Context: an optimization exercise on an open-source flow, tuned for small area. The choices shown serve that exercise and are no tape-out recipe.
Only simulation tests tie the RTL to the original design; equivalence was not proved.
Power figures rest on the tool's default switching activity, not on a simulated workload.

==> run a: inputs <==
==> flow/design.v <==
package regfile_pkg;
  localparam int unsigned DEF_DATA_W = 32;
  localparam int unsigned DEF_ADDR_W = 5;
  localparam int unsigned DEF_NRD    = 2;
  localparam logic [DEF_ADDR_W-1:0] REG_ZERO = '0;
endpackage
module regfile_rd_mux
#(
  parameter int unsigned DATA_W = regfile_pkg::DEF_DATA_W,
  parameter int unsigned NWORD  = 2**regfile_pkg::DEF_ADDR_W
) (
  input  logic [NWORD*DATA_W-1:0] i_words,
  input  logic [NWORD-1:0]        i_sel,
  output logic [DATA_W-1:0]       o_data_c
);
  localparam int unsigned NG3   = (NWORD - 2) / 3;
  localparam int unsigned NLOW  = NG3 + (NWORD - 3*NG3);
  localparam int unsigned NNAND = (NLOW + 3) / 4;
  for (genvar b = 0; b < DATA_W; b++) begin : g_bit
    logic [NLOW-1:0]  w_low;
    logic [NNAND-1:0] w_part;
    for (genvar g = 0; g < NG3; g++) begin : g_grp
      rf_aoi222 u_aoi (
        .a1 (i_words[(3*g)*DATA_W + b]),   .a2 (i_sel[3*g]),
        .b1 (i_words[(3*g+1)*DATA_W + b]), .b2 (i_sel[3*g+1]),
        .c1 (i_words[(3*g+2)*DATA_W + b]), .c2 (i_sel[3*g+2]),
        .y  (w_low[g])
      );
    end
    for (genvar w = 3*NG3; w < NWORD; w++) begin : g_one
      rf_nand2 u_nand (
        .a (i_words[w*DATA_W + b]), .b (i_sel[w]),
        .y (w_low[NG3 + w - 3*NG3])
      );
    end
    for (genvar n = 0; n < NNAND; n++) begin : g_nand
      localparam int unsigned LO = 4*n;
      localparam int unsigned HI = (4*n + 3 < NLOW) ? 4*n + 3 : NLOW - 1;
      rf_nand #(.N (HI - LO + 1)) u_nand (
        .a (w_low[HI:LO]),
        .y (w_part[n])
      );
    end
    rf_or #(.N (NNAND)) u_or (
      .a (w_part),
      .y (o_data_c[b])
    );
  end
endmodule
module rf_aoi222 (
  input  logic a1, a2, b1, b2, c1, c2,
  output logic y
);
  assign y = !((a1 && a2) || (b1 && b2) || (c1 && c2));
endmodule
module rf_nand2 (
  input  logic a, b,
  output logic y
);
  assign y = !(a && b);
endmodule
module rf_nand #(
  parameter int unsigned N = 4
) (
  input  logic [N-1:0] a,
  output logic         y
);
  assign y = !(&a);
endmodule
module rf_or #(
  parameter int unsigned N = 3
) (
  input  logic [N-1:0] a,
  output logic         y
);
  assign y = |a;
endmodule
module rf_inv (
  input  logic a,
  output logic y
);
  assign y = !a;
endmodule
module rf_nor2 (
  input  logic a, b,
  output logic y
);
  assign y = !(a || b);
endmodule
module rf_xor2 (
  input  logic a, b,
  output logic y
);
  assign y = a ^ b;
endmodule
module rf_o21ai (
  input  logic a1, a2, b,
  output logic y
);
  assign y = !((a1 || a2) && b);
endmodule
module rf_nor #(
  parameter int unsigned N = 3
) (
  input  logic [N-1:0] a,
  output logic         y
);
  assign y = !(|a);
endmodule
module rf_and #(
  parameter int unsigned N = 2
) (
  input  logic [N-1:0] a,
  output logic         y
);
  assign y = &a;
endmodule
module rf_a21oi (
  input  logic a1, a2, b,
  output logic y
);
  assign y = !((a1 && a2) || b);
endmodule
module regfile_nrd_1wr
#(
  parameter int unsigned DATA_W   = regfile_pkg::DEF_DATA_W,
  parameter int unsigned ADDR_W   = regfile_pkg::DEF_ADDR_W,
  parameter int unsigned NRD      = regfile_pkg::DEF_NRD,
  parameter int unsigned ZERO_REG = 1,
  parameter int unsigned BYPASS   = 1,
  parameter int unsigned RD_LAT   = 0
) (
  input  logic                  clk,
  input  logic                  rst_n,
  input  logic                  we,
  input  logic [ADDR_W-1:0]     waddr,
  input  logic [DATA_W-1:0]     wdata,
  input  logic [NRD*ADDR_W-1:0] raddr,
  output logic [NRD*DATA_W-1:0] rdata
);
  localparam int unsigned NREG = 2**ADDR_W;
  localparam int unsigned LO_W = 2;
  localparam int unsigned HI_W = ADDR_W - LO_W;
  localparam int unsigned NLO  = 2**LO_W;
  localparam int unsigned NHI  = 2**HI_W;
  logic [NREG*DATA_W-1:DATA_W] r_mem;
  logic [NREG*DATA_W-1:DATA_W] w_mem_d;
  logic [ADDR_W-1:0] w_waddr_n;
  logic [NLO-1:0]    w_wlo_n;
  logic [NHI-1:0]    w_whi_n;
  logic [NREG-1:1]   w_ld_w;     
  logic [NREG-1:1]   w_ld;
  logic [NREG-1:1]   w_hold;
  logic [DATA_W-1:0] w_wd_n;
  logic [DATA_W-1:0] w_wd;
  logic              w_wnz;      
  logic              w_wr_en;    
  for (genvar i = 0; i < ADDR_W; i++) begin : g_wa_n
    rf_inv u_inv (.a (waddr[i]), .y (w_waddr_n[i]));
  end
  for (genvar i = 0; i < NLO; i++) begin : g_wlo
    logic [LO_W:0] w_in;
    assign w_in[LO_W] = we;
    for (genvar t = 0; t < LO_W; t++) begin : g_t
      assign w_in[t] = ((i >> t) & 1) ? waddr[t] : w_waddr_n[t];
    end
    rf_nand #(.N (LO_W + 1)) u_nand (.a (w_in), .y (w_wlo_n[i]));
  end
  for (genvar j = 0; j < NHI; j++) begin : g_whi
    logic [HI_W-1:0] w_in;
    for (genvar t = 0; t < HI_W; t++) begin : g_t
      assign w_in[t] = ((j >> t) & 1) ? waddr[LO_W + t] : w_waddr_n[LO_W + t];
    end
    rf_nand #(.N (HI_W)) u_nand (.a (w_in), .y (w_whi_n[j]));
  end
  for (genvar k = 1; k < NREG; k++) begin : g_row
    rf_o21ai u_ld_w (
      .a1 (w_wlo_n[k % NLO]), .a2 (w_whi_n[k / NLO]), .b (rst_n),
      .y  (w_ld_w[k])
    );
    rf_inv u_hold (.a (w_ld_w[k]), .y (w_hold[k]));
    rf_inv u_ld   (.a (w_hold[k]), .y (w_ld[k]));
    for (genvar b = 0; b < DATA_W; b++) begin : g_bit
      rf_hold_mux u_hold (
        .q    (r_mem[k*DATA_W + b]),
        .hold (w_hold[k]),
        .d    (w_wd[b]),
        .ld   (w_ld[k]),
        .y    (w_mem_d[k*DATA_W + b])
      );
    end
  end
  for (genvar b = 0; b < DATA_W; b++) begin : g_wd
    rf_nand #(.N (2)) u_nand (.a ({rst_n, wdata[b]}), .y (w_wd_n[b]));
    rf_inv u_inv (.a (w_wd_n[b]), .y (w_wd[b]));
  end
  always_ff @(posedge clk) begin
    r_mem <= w_mem_d;
  end
  rf_or  #(.N (ADDR_W)) u_wnz (.a (waddr), .y (w_wnz));
  rf_and #(.N (3)) u_wr_en (.a ({rst_n, we, w_wnz}), .y (w_wr_en));
  for (genvar p = 0; p < NRD; p++) begin : g_rd
    logic [ADDR_W-1:0] w_addr;
    logic [ADDR_W-1:0] w_addr_n;
    logic [ADDR_W-1:0] w_diff;
    logic              w_same;
    logic              w_hit;
    logic              w_hit_n;
    logic [NLO-1:0]    w_lo;
    logic [NHI-1:0]    w_hi;
    logic [NREG-1:1]   w_sel_n;
    logic [NREG-1:0]   w_sel;
    assign w_addr = raddr[p*ADDR_W +: ADDR_W];
    for (genvar i = 0; i < ADDR_W; i++) begin : g_cmp
      rf_xor2 u_xor (.a (w_addr[i]), .b (waddr[i]), .y (w_diff[i]));
      rf_inv  u_inv (.a (w_addr[i]), .y (w_addr_n[i]));
    end
    rf_nor #(.N (ADDR_W)) u_same (.a (w_diff), .y (w_same));
    rf_and #(.N (2)) u_hit (.a ({w_same, w_wr_en}), .y (w_hit));
    rf_inv u_hit_n (.a (w_hit), .y (w_hit_n));
    for (genvar i = 0; i < NLO; i++) begin : g_lo
      logic [LO_W-1:0] w_in;
      for (genvar t = 0; t < LO_W; t++) begin : g_t
        assign w_in[t] = ((i >> t) & 1) ? w_addr_n[t] : w_addr[t];
      end
      rf_nor #(.N (LO_W)) u_nor (.a (w_in), .y (w_lo[i]));
    end
    for (genvar j = 0; j < NHI; j++) begin : g_hi
      logic [HI_W:0] w_in;
      assign w_in[HI_W] = w_hit_n;
      for (genvar t = 0; t < HI_W; t++) begin : g_t
        assign w_in[t] = ((j >> t) & 1) ? w_addr[LO_W + t] : w_addr_n[LO_W + t];
      end
      rf_and #(.N (HI_W + 1)) u_and (.a (w_in), .y (w_hi[j]));
    end
    assign w_sel[0] = w_hit;
    for (genvar k = 1; k < NREG; k++) begin : g_sel
      rf_nand2 u_sel_n (.a (w_lo[k % NLO]), .b (w_hi[k / NLO]), .y (w_sel_n[k]));
      rf_inv   u_sel   (.a (w_sel_n[k]), .y (w_sel[k]));
    end
    regfile_rd_mux #(
      .DATA_W (DATA_W),
      .NWORD  (NREG)
    ) u_rd_mux (
      .i_words  ({r_mem, wdata}),
      .i_sel    (w_sel),
      .o_data_c (rdata[p*DATA_W +: DATA_W])
    );
  end
endmodule
module rf_hold_mux (
  input  logic q,
  input  logic hold,
  input  logic d,
  input  logic ld,
  output logic y
);
  assign y = (q && hold) || (d && ld);
endmodule
==> flow/flow/run.sh <==
#!/bin/bash
set -e
export BUFFER_PORTS_ARGS="-buffer_cell sky130_fd_sc_hd__buf_1"
export CTS_ARGS="-sink_clustering_enable -repair_clock_nets -buf_list {sky130_fd_sc_hd__clkbuf_4 sky130_fd_sc_hd__clkbuf_8} -sink_clustering_size 16 -sink_clustering_max_diameter 60 -dont_use_dummy_load"
bash standard.sh > standard.log 2>&1
==> flow/standard.sh <==
#!/bin/bash
# synth_recipe.tcl (not shown) runs the flow's synth.tcl, then flattens the netlist and writes it again
# the make line also repeats each setting of config.mk as NAME=value (left out here)
make -C /OpenROAD-flow-scripts/flow DESIGN_CONFIG=/design/flow/config.mk WORK_HOME=/design/flow/orfs CLKGATE_MAP_FILE= SYNTH_SCRIPT=/design/flow/synth_recipe.tcl "${@:-finish}"
==> flow/config.mk <==
export PLATFORM = sky130hd
export DESIGN_NAME = regfile_nrd_1wr
export DESIGN_NICKNAME = regfile_nrd_1wr
export VERILOG_FILES = /design/flow/design.v
export SDC_FILE = /design/flow/constraint.sdc
export NUM_CORES = 4
export LEC_CHECK = 0
export CAP_MARGIN = 10
export CORE_MARGIN = 2
export CORE_UTILIZATION = 65
export CTS_BUF_LIST = sky130_fd_sc_hd__clkbuf_4 sky130_fd_sc_hd__clkbuf_8
export CTS_CLUSTER_DIAMETER = 60
export CTS_CLUSTER_SIZE = 16
export GPL_TIMING_DRIVEN = 0
export PLACE_DENSITY = 0.75
export SETUP_SLACK_MARGIN = 0
export SLEW_MARGIN = 10
export SYNTH_HIERARCHICAL = 1
==> flow/constraint.sdc <==
create_clock -name core_clock -period 8.0 [get_ports {clk}]
set_input_delay 1.6000 -clock core_clock [delete_from_list [all_inputs] [get_ports {clk}]]
set_output_delay 1.6000 -clock core_clock [all_outputs]
set_load 0.01 [all_outputs]
==> run b (differences from run a) <==
==> flow/design.v, changed modules only <==
module regfile_rd_mux
#(
  parameter int unsigned DATA_W = regfile_pkg::DEF_DATA_W,
  parameter int unsigned NWORD  = 2**regfile_pkg::DEF_ADDR_W
) (
  input  logic [NWORD*DATA_W-1:0] i_words,
  input  logic [NWORD-1:0]        i_sel,
  output logic [DATA_W-1:0]       o_data_c
);
  localparam int unsigned NG3   = NWORD / 3;
  localparam int unsigned NLOW  = NG3 + (NWORD - 3*NG3);
  localparam int unsigned NNAND = (NLOW + 3) / 4;
  for (genvar b = 0; b < DATA_W; b++) begin : g_bit
    logic [NLOW-1:0]  w_low;
    logic [NNAND-1:0] w_part;
    for (genvar g = 0; g < NG3; g++) begin : g_grp
      rf_aoi222 u_aoi (
        .a1 (i_words[(3*g)*DATA_W + b]),   .a2 (i_sel[3*g]),
        .b1 (i_words[(3*g+1)*DATA_W + b]), .b2 (i_sel[3*g+1]),
        .c1 (i_words[(3*g+2)*DATA_W + b]), .c2 (i_sel[3*g+2]),
        .y  (w_low[g])
      );
    end
    for (genvar w = 3*NG3; w < NWORD; w++) begin : g_one
      rf_nand2 u_nand (
        .a (i_words[w*DATA_W + b]), .b (i_sel[w]),
        .y (w_low[NG3 + w - 3*NG3])
      );
    end
    for (genvar n = 0; n < NNAND; n++) begin : g_nand
      localparam int unsigned LO = 4*n;
      localparam int unsigned HI = (4*n + 3 < NLOW) ? 4*n + 3 : NLOW - 1;
      rf_nand #(.N (HI - LO + 1)) u_nand (
        .a (w_low[HI:LO]),
        .y (w_part[n])
      );
    end
    rf_or #(.N (NNAND)) u_or (
      .a (w_part),
      .y (o_data_c[b])
    );
  end
endmodule
module regfile_nrd_1wr
#(
  parameter int unsigned DATA_W   = regfile_pkg::DEF_DATA_W,
  parameter int unsigned ADDR_W   = regfile_pkg::DEF_ADDR_W,
  parameter int unsigned NRD      = regfile_pkg::DEF_NRD,
  parameter int unsigned ZERO_REG = 1,
  parameter int unsigned BYPASS   = 1,
  parameter int unsigned RD_LAT   = 0
) (
  input  logic                  clk,
  input  logic                  rst_n,
  input  logic                  we,
  input  logic [ADDR_W-1:0]     waddr,
  input  logic [DATA_W-1:0]     wdata,
  input  logic [NRD*ADDR_W-1:0] raddr,
  output logic [NRD*DATA_W-1:0] rdata
);
  localparam int unsigned NREG = 2**ADDR_W;
  localparam int unsigned LO_W = 2;
  localparam int unsigned HI_W = ADDR_W - LO_W;
  localparam int unsigned NLO  = 2**LO_W;
  localparam int unsigned NHI  = 2**HI_W;
  localparam int unsigned NDRV = 2;             
  logic [NREG*DATA_W-1:DATA_W] r_mem;
  logic [NREG*DATA_W-1:DATA_W] w_mem_d;
  logic                        r_rst_n;
  logic [ADDR_W-1:0] w_waddr_n;
  logic [NLO-1:0]    w_wlo;
  logic [NHI-1:0]    w_whi;
  logic [NREG-1:1]   w_ld_n;
  logic [NDRV-1:0]   w_ld   [NREG];
  logic [NREG-1:1]   w_hold_n;
  logic [NDRV-1:0]   w_hold [NREG];
  for (genvar i = 0; i < ADDR_W; i++) begin : g_wa_n
    rf_inv u_inv (.a (waddr[i]), .y (w_waddr_n[i]));
  end
  for (genvar i = 0; i < NLO; i++) begin : g_wlo
    logic [LO_W+1:0] w_in;
    assign w_in[LO_W+1] = rst_n;
    assign w_in[LO_W]   = we;
    for (genvar t = 0; t < LO_W; t++) begin : g_t
      assign w_in[t] = ((i >> t) & 1) ? waddr[t] : w_waddr_n[t];
    end
    rf_and #(.N (LO_W + 2)) u_and (.a (w_in), .y (w_wlo[i]));
  end
  for (genvar j = 0; j < NHI; j++) begin : g_whi
    logic [HI_W-1:0] w_in;
    for (genvar t = 0; t < HI_W; t++) begin : g_t
      assign w_in[t] = ((j >> t) & 1) ? waddr[LO_W + t] : w_waddr_n[LO_W + t];
    end
    rf_and #(.N (HI_W)) u_and (.a (w_in), .y (w_whi[j]));
  end
  for (genvar k = 1; k < NREG; k++) begin : g_row
    rf_nand2 u_ld_n   (.a (w_wlo[k % NLO]), .b (w_whi[k / NLO]), .y (w_ld_n[k]));
    rf_nand2 u_hold_n (.a (w_ld_n[k]), .b (r_rst_n), .y (w_hold_n[k]));
    for (genvar d = 0; d < NDRV; d++) begin : g_drv
      rf_inv u_ld   (.a (w_ld_n[k]),   .y (w_ld[k][d]));
      rf_inv u_hold (.a (w_hold_n[k]), .y (w_hold[k][d]));
    end
    for (genvar b = 0; b < DATA_W; b++) begin : g_bit
      rf_hold_mux u_next (
        .q    (r_mem[k*DATA_W + b]),
        .hold (w_hold[k][b / (DATA_W / NDRV)]),
        .d    (wdata[b]),
        .ld   (w_ld[k][b / (DATA_W / NDRV)]),
        .y    (w_mem_d[k*DATA_W + b])
      );
    end
  end
  always_ff @(posedge clk) begin
    r_mem   <= w_mem_d;
    r_rst_n <= rst_n;
  end
  for (genvar p = 0; p < NRD; p++) begin : g_rd
    logic [ADDR_W-1:0] w_addr;
    logic [ADDR_W-1:0] w_addr_n;
    logic [NLO-1:0]    w_lo;
    logic [NHI-1:0]    w_hi;
    logic [NREG-1:1]   w_sel_n;
    logic [NREG-1:1]   w_sel [NDRV];
    assign w_addr = raddr[p*ADDR_W +: ADDR_W];
    for (genvar i = 0; i < ADDR_W; i++) begin : g_inv
      rf_inv u_inv (.a (w_addr[i]), .y (w_addr_n[i]));
    end
    for (genvar i = 0; i < NLO; i++) begin : g_lo
      logic [LO_W-1:0] w_in;
      for (genvar t = 0; t < LO_W; t++) begin : g_t
        assign w_in[t] = ((i >> t) & 1) ? w_addr_n[t] : w_addr[t];
      end
      rf_nor #(.N (LO_W)) u_nor (.a (w_in), .y (w_lo[i]));
    end
    for (genvar j = 0; j < NHI; j++) begin : g_hi
      logic [HI_W-1:0] w_in;
      for (genvar t = 0; t < HI_W; t++) begin : g_t
        assign w_in[t] = ((j >> t) & 1) ? w_addr[LO_W + t] : w_addr_n[LO_W + t];
      end
      rf_and #(.N (HI_W)) u_and (.a (w_in), .y (w_hi[j]));
    end
    for (genvar k = 1; k < NREG; k++) begin : g_sel
      rf_nand2 u_sel_n (.a (w_lo[k % NLO]), .b (w_hi[k / NLO]), .y (w_sel_n[k]));
      for (genvar d = 0; d < NDRV; d++) begin : g_drv
        rf_inv u_sel (.a (w_sel_n[k]), .y (w_sel[d][k]));
      end
    end
    for (genvar d = 0; d < NDRV; d++) begin : g_slice
      localparam int unsigned SW = DATA_W / NDRV;
      logic [(NREG-1)*SW-1:0] w_words;
      for (genvar k = 1; k < NREG; k++) begin : g_w
        assign w_words[(k-1)*SW +: SW] = w_mem_d[k*DATA_W + d*SW +: SW];
      end
      regfile_rd_mux #(
        .DATA_W (SW),
        .NWORD  (NREG - 1)
      ) u_rd_mux (
        .i_words  (w_words),
        .i_sel    (w_sel[d]),
        .o_data_c (rdata[p*DATA_W + d*SW +: SW])
      );
    end
  end
endmodule
==> run c (differences from run a) <==
==> flow/design.v, changed modules only <==
module regfile_rd_mux
#(
  parameter int unsigned DATA_W = regfile_pkg::DEF_DATA_W,
  parameter int unsigned NWORD  = 2**regfile_pkg::DEF_ADDR_W
) (
  input  logic [NWORD*DATA_W-1:0] i_words,
  input  logic [NWORD-1:0]        i_sel,
  output logic [DATA_W-1:0]       o_data_c
);
  localparam int unsigned NG3   = NWORD / 3;
  localparam int unsigned NLOW  = NG3 + (NWORD - 3*NG3);
  localparam int unsigned NNAND = (NLOW + 3) / 4;
  for (genvar b = 0; b < DATA_W; b++) begin : g_bit
    logic [NLOW-1:0]  w_low;
    logic [NNAND-1:0] w_part;
    for (genvar g = 0; g < NG3; g++) begin : g_grp
      rf_aoi222 u_aoi (
        .a1 (i_words[(3*g)*DATA_W + b]),   .a2 (i_sel[3*g]),
        .b1 (i_words[(3*g+1)*DATA_W + b]), .b2 (i_sel[3*g+1]),
        .c1 (i_words[(3*g+2)*DATA_W + b]), .c2 (i_sel[3*g+2]),
        .y  (w_low[g])
      );
    end
    for (genvar w = 3*NG3; w < NWORD; w++) begin : g_one
      rf_nand2 u_nand (
        .a (i_words[w*DATA_W + b]), .b (i_sel[w]),
        .y (w_low[NG3 + w - 3*NG3])
      );
    end
    for (genvar n = 0; n < NNAND; n++) begin : g_nand
      localparam int unsigned LO = 4*n;
      localparam int unsigned HI = (4*n + 3 < NLOW) ? 4*n + 3 : NLOW - 1;
      rf_nand #(.N (HI - LO + 1)) u_nand (
        .a (w_low[HI:LO]),
        .y (w_part[n])
      );
    end
    rf_or #(.N (NNAND)) u_or (
      .a (w_part),
      .y (o_data_c[b])
    );
  end
endmodule
module regfile_nrd_1wr
#(
  parameter int unsigned DATA_W   = regfile_pkg::DEF_DATA_W,
  parameter int unsigned ADDR_W   = regfile_pkg::DEF_ADDR_W,
  parameter int unsigned NRD      = regfile_pkg::DEF_NRD,
  parameter int unsigned ZERO_REG = 1,
  parameter int unsigned BYPASS   = 1,
  parameter int unsigned RD_LAT   = 0
) (
  input  logic                  clk,
  input  logic                  rst_n,
  input  logic                  we,
  input  logic [ADDR_W-1:0]     waddr,
  input  logic [DATA_W-1:0]     wdata,
  input  logic [NRD*ADDR_W-1:0] raddr,
  output logic [NRD*DATA_W-1:0] rdata
);
  localparam int unsigned NREG = 2**ADDR_W;
  localparam int unsigned LO_W = 2;
  localparam int unsigned HI_W = ADDR_W - LO_W;
  localparam int unsigned NLO  = 2**LO_W;
  localparam int unsigned NHI  = 2**HI_W;
  localparam int unsigned NDRV = 2;             
  logic [NREG*DATA_W-1:DATA_W] r_mem;
  logic [NREG*DATA_W-1:DATA_W] w_mem_d;
  logic                        r_rst_n;
  logic [ADDR_W-1:0] w_waddr_n;
  logic [NLO-1:0]    w_wlo;
  logic [NHI-1:0]    w_whi;
  logic [NREG-1:1]   w_ld_n;
  logic [NDRV-1:0]   w_ld   [NREG];
  logic [NREG-1:1]   w_hold_n;
  logic [NDRV-1:0]   w_hold [NREG];
  for (genvar i = 0; i < ADDR_W; i++) begin : g_wa_n
    rf_inv u_inv (.a (waddr[i]), .y (w_waddr_n[i]));
  end
  for (genvar i = 0; i < NLO; i++) begin : g_wlo
    logic [LO_W+1:0] w_in;
    assign w_in[LO_W+1] = rst_n;
    assign w_in[LO_W]   = we;
    for (genvar t = 0; t < LO_W; t++) begin : g_t
      assign w_in[t] = ((i >> t) & 1) ? waddr[t] : w_waddr_n[t];
    end
    rf_and #(.N (LO_W + 2)) u_and (.a (w_in), .y (w_wlo[i]));
  end
  for (genvar j = 0; j < NHI; j++) begin : g_whi
    logic [HI_W-1:0] w_in;
    for (genvar t = 0; t < HI_W; t++) begin : g_t
      assign w_in[t] = ((j >> t) & 1) ? waddr[LO_W + t] : w_waddr_n[LO_W + t];
    end
    rf_and #(.N (HI_W)) u_and (.a (w_in), .y (w_whi[j]));
  end
  for (genvar k = 1; k < NREG; k++) begin : g_row
    rf_nand2 u_ld_n   (.a (w_wlo[k % NLO]), .b (w_whi[k / NLO]), .y (w_ld_n[k]));
    rf_nand2 u_hold_n (.a (w_ld_n[k]), .b (r_rst_n), .y (w_hold_n[k]));
    for (genvar d = 0; d < NDRV; d++) begin : g_drv
      rf_inv u_ld   (.a (w_ld_n[k]),   .y (w_ld[k][d]));
      rf_inv u_hold (.a (w_hold_n[k]), .y (w_hold[k][d]));
    end
    for (genvar b = 0; b < DATA_W; b++) begin : g_bit
      rf_hold_mux u_next (
        .q    (r_mem[k*DATA_W + b]),
        .hold (w_hold[k][b / (DATA_W / NDRV)]),
        .d    (wdata[b]),
        .ld   (w_ld[k][b / (DATA_W / NDRV)]),
        .y    (w_mem_d[k*DATA_W + b])
      );
    end
  end
  always_ff @(posedge clk) begin
    r_mem   <= w_mem_d;
    r_rst_n <= rst_n;
  end
  for (genvar p = 0; p < NRD; p++) begin : g_rd
    logic [ADDR_W-1:0] w_addr;
    logic [ADDR_W-1:0] w_addr_n;
    logic [NLO-1:0]    w_lo;
    logic [NHI-1:0]    w_hi;
    logic [NREG-1:1]   w_sel_n;
    logic [NREG-1:1]   w_sel [NDRV];
    assign w_addr = raddr[p*ADDR_W +: ADDR_W];
    for (genvar i = 0; i < ADDR_W; i++) begin : g_inv
      rf_inv u_inv (.a (w_addr[i]), .y (w_addr_n[i]));
    end
    for (genvar i = 0; i < NLO; i++) begin : g_lo
      logic [LO_W-1:0] w_in;
      for (genvar t = 0; t < LO_W; t++) begin : g_t
        assign w_in[t] = ((i >> t) & 1) ? w_addr_n[t] : w_addr[t];
      end
      rf_nor #(.N (LO_W)) u_nor (.a (w_in), .y (w_lo[i]));
    end
    for (genvar j = 0; j < NHI; j++) begin : g_hi
      logic [HI_W-1:0] w_in;
      for (genvar t = 0; t < HI_W; t++) begin : g_t
        assign w_in[t] = ((j >> t) & 1) ? w_addr[LO_W + t] : w_addr_n[LO_W + t];
      end
      rf_and #(.N (HI_W)) u_and (.a (w_in), .y (w_hi[j]));
    end
    for (genvar k = 1; k < NREG; k++) begin : g_sel
      rf_nand2 u_sel_n (.a (w_lo[k % NLO]), .b (w_hi[k / NLO]), .y (w_sel_n[k]));
      for (genvar d = 0; d < NDRV; d++) begin : g_drv
        rf_inv u_sel (.a (w_sel_n[k]), .y (w_sel[d][k]));
      end
    end
    for (genvar d = 0; d < NDRV; d++) begin : g_slice
      localparam int unsigned SW = DATA_W / NDRV;
      logic [(NREG-1)*SW-1:0] w_words;
      for (genvar k = 1; k < NREG; k++) begin : g_w
        assign w_words[(k-1)*SW +: SW] = w_mem_d[k*DATA_W + d*SW +: SW];
      end
      regfile_rd_mux #(
        .DATA_W (SW),
        .NWORD  (NREG - 1)
      ) u_rd_mux (
        .i_words  (w_words),
        .i_sel    (w_sel[d]),
        .o_data_c (rdata[p*DATA_W + d*SW +: SW])
      );
    end
  end
endmodule
==> flow/flow/run.sh (replaced) <==
#!/bin/bash
set -e
export BUFFER_PORTS_ARGS="-buffer_cell sky130_fd_sc_hd__buf_1"
export CTS_ARGS="-sink_clustering_enable -repair_clock_nets -buf_list {sky130_fd_sc_hd__clkbuf_4 sky130_fd_sc_hd__clkbuf_8} -sink_clustering_size 18 -sink_clustering_max_diameter 60 -dont_use_dummy_load"
bash standard.sh > standard.log 2>&1
CTS_CLUSTER_SIZE = 18   (was 16)
==> summary.txt <==
Status: run c complete, no violations; run b complete, no violations; run a complete, no violations
Worst reg2reg path depth: run c 3; run b 3; run a 1
Top metal layer carrying routed signals: run c met5; run b met5; run a met4
Detailed-router iteration count before antenna repair: run c 17; run b 15; run a 15
Critical hold path startpoint: run c r_mem[536]$_DFF_P_; run b r_mem[921]$_DFF_P_; run a r_mem[995]$_DFF_P_
Commonest non-fill, non-tap cell in the layout: run c dfxtp_1; run b dfxtp_1; run a -
Distinct cell type count of the synthesized netlist: run c 11; run b 11; run a 16
Max FO, Critical Path: run c 16; run b 16; run a 36
Overall die width: run c 247 um; run b 247 um; run a 248 um
Fraction of standard cell area in multi-input logic: run c 43.0%; run b 42.9%; run a 43.5%
PwrDens: run c 189 nW/um^2; run b 190 nW/um^2; run a 226 nW/um^2
Met3 Wirelength: run c 23,000 um; run b 22,400 um; run a 31,900 um
Fraction of power consumed by the clock network: run c 29.9%; run b 30.4%; run a 25.6%
Detailed-placement wirelength estimate: run c 95,900 um; run b 95,900 um; run a 95,000 um
Layout fillers: run c 4,414; run b 4,390; run a 4,351

[static timing again, ports no longer ideal]
In the flow no input, the clock included, has a driving cell. The finished layouts below were timed again as built, in two steps.
Step 1: set_driving_cell puts a clkbuf_16 on clk and a buf_2 on each other input, an assumption about the parent block.
Step 2 times the ports against the registers' clock, not the clock port: input delays grow and output delays shrink by t, the midpoint of the rising clock arrivals with the driver on.
Slacks: ideal / step 1 / step 2; pairs: ideal / step 1.
| run | t (ns) | setup slack, ns | hold slack, ns |
|---|---|---|---|
| run a | 0.766 | 0.099 / 0.037 / 0.037 | 0.520 / 0.520 / 0.520 |
| run b | 0.735 | 1.223 / 1.200 / 1.200 | 0.519 / 0.519 / 0.519 |
| run c | 0.753 | 1.253 / 1.229 / 1.229 | 0.519 / 0.519 / 0.519 |
After both steps setup and hold are still met in every run listed. For run a, which loses most, drivers alone change the setup slack by -0.062 ns; drivers and shift together by -0.062 ns.
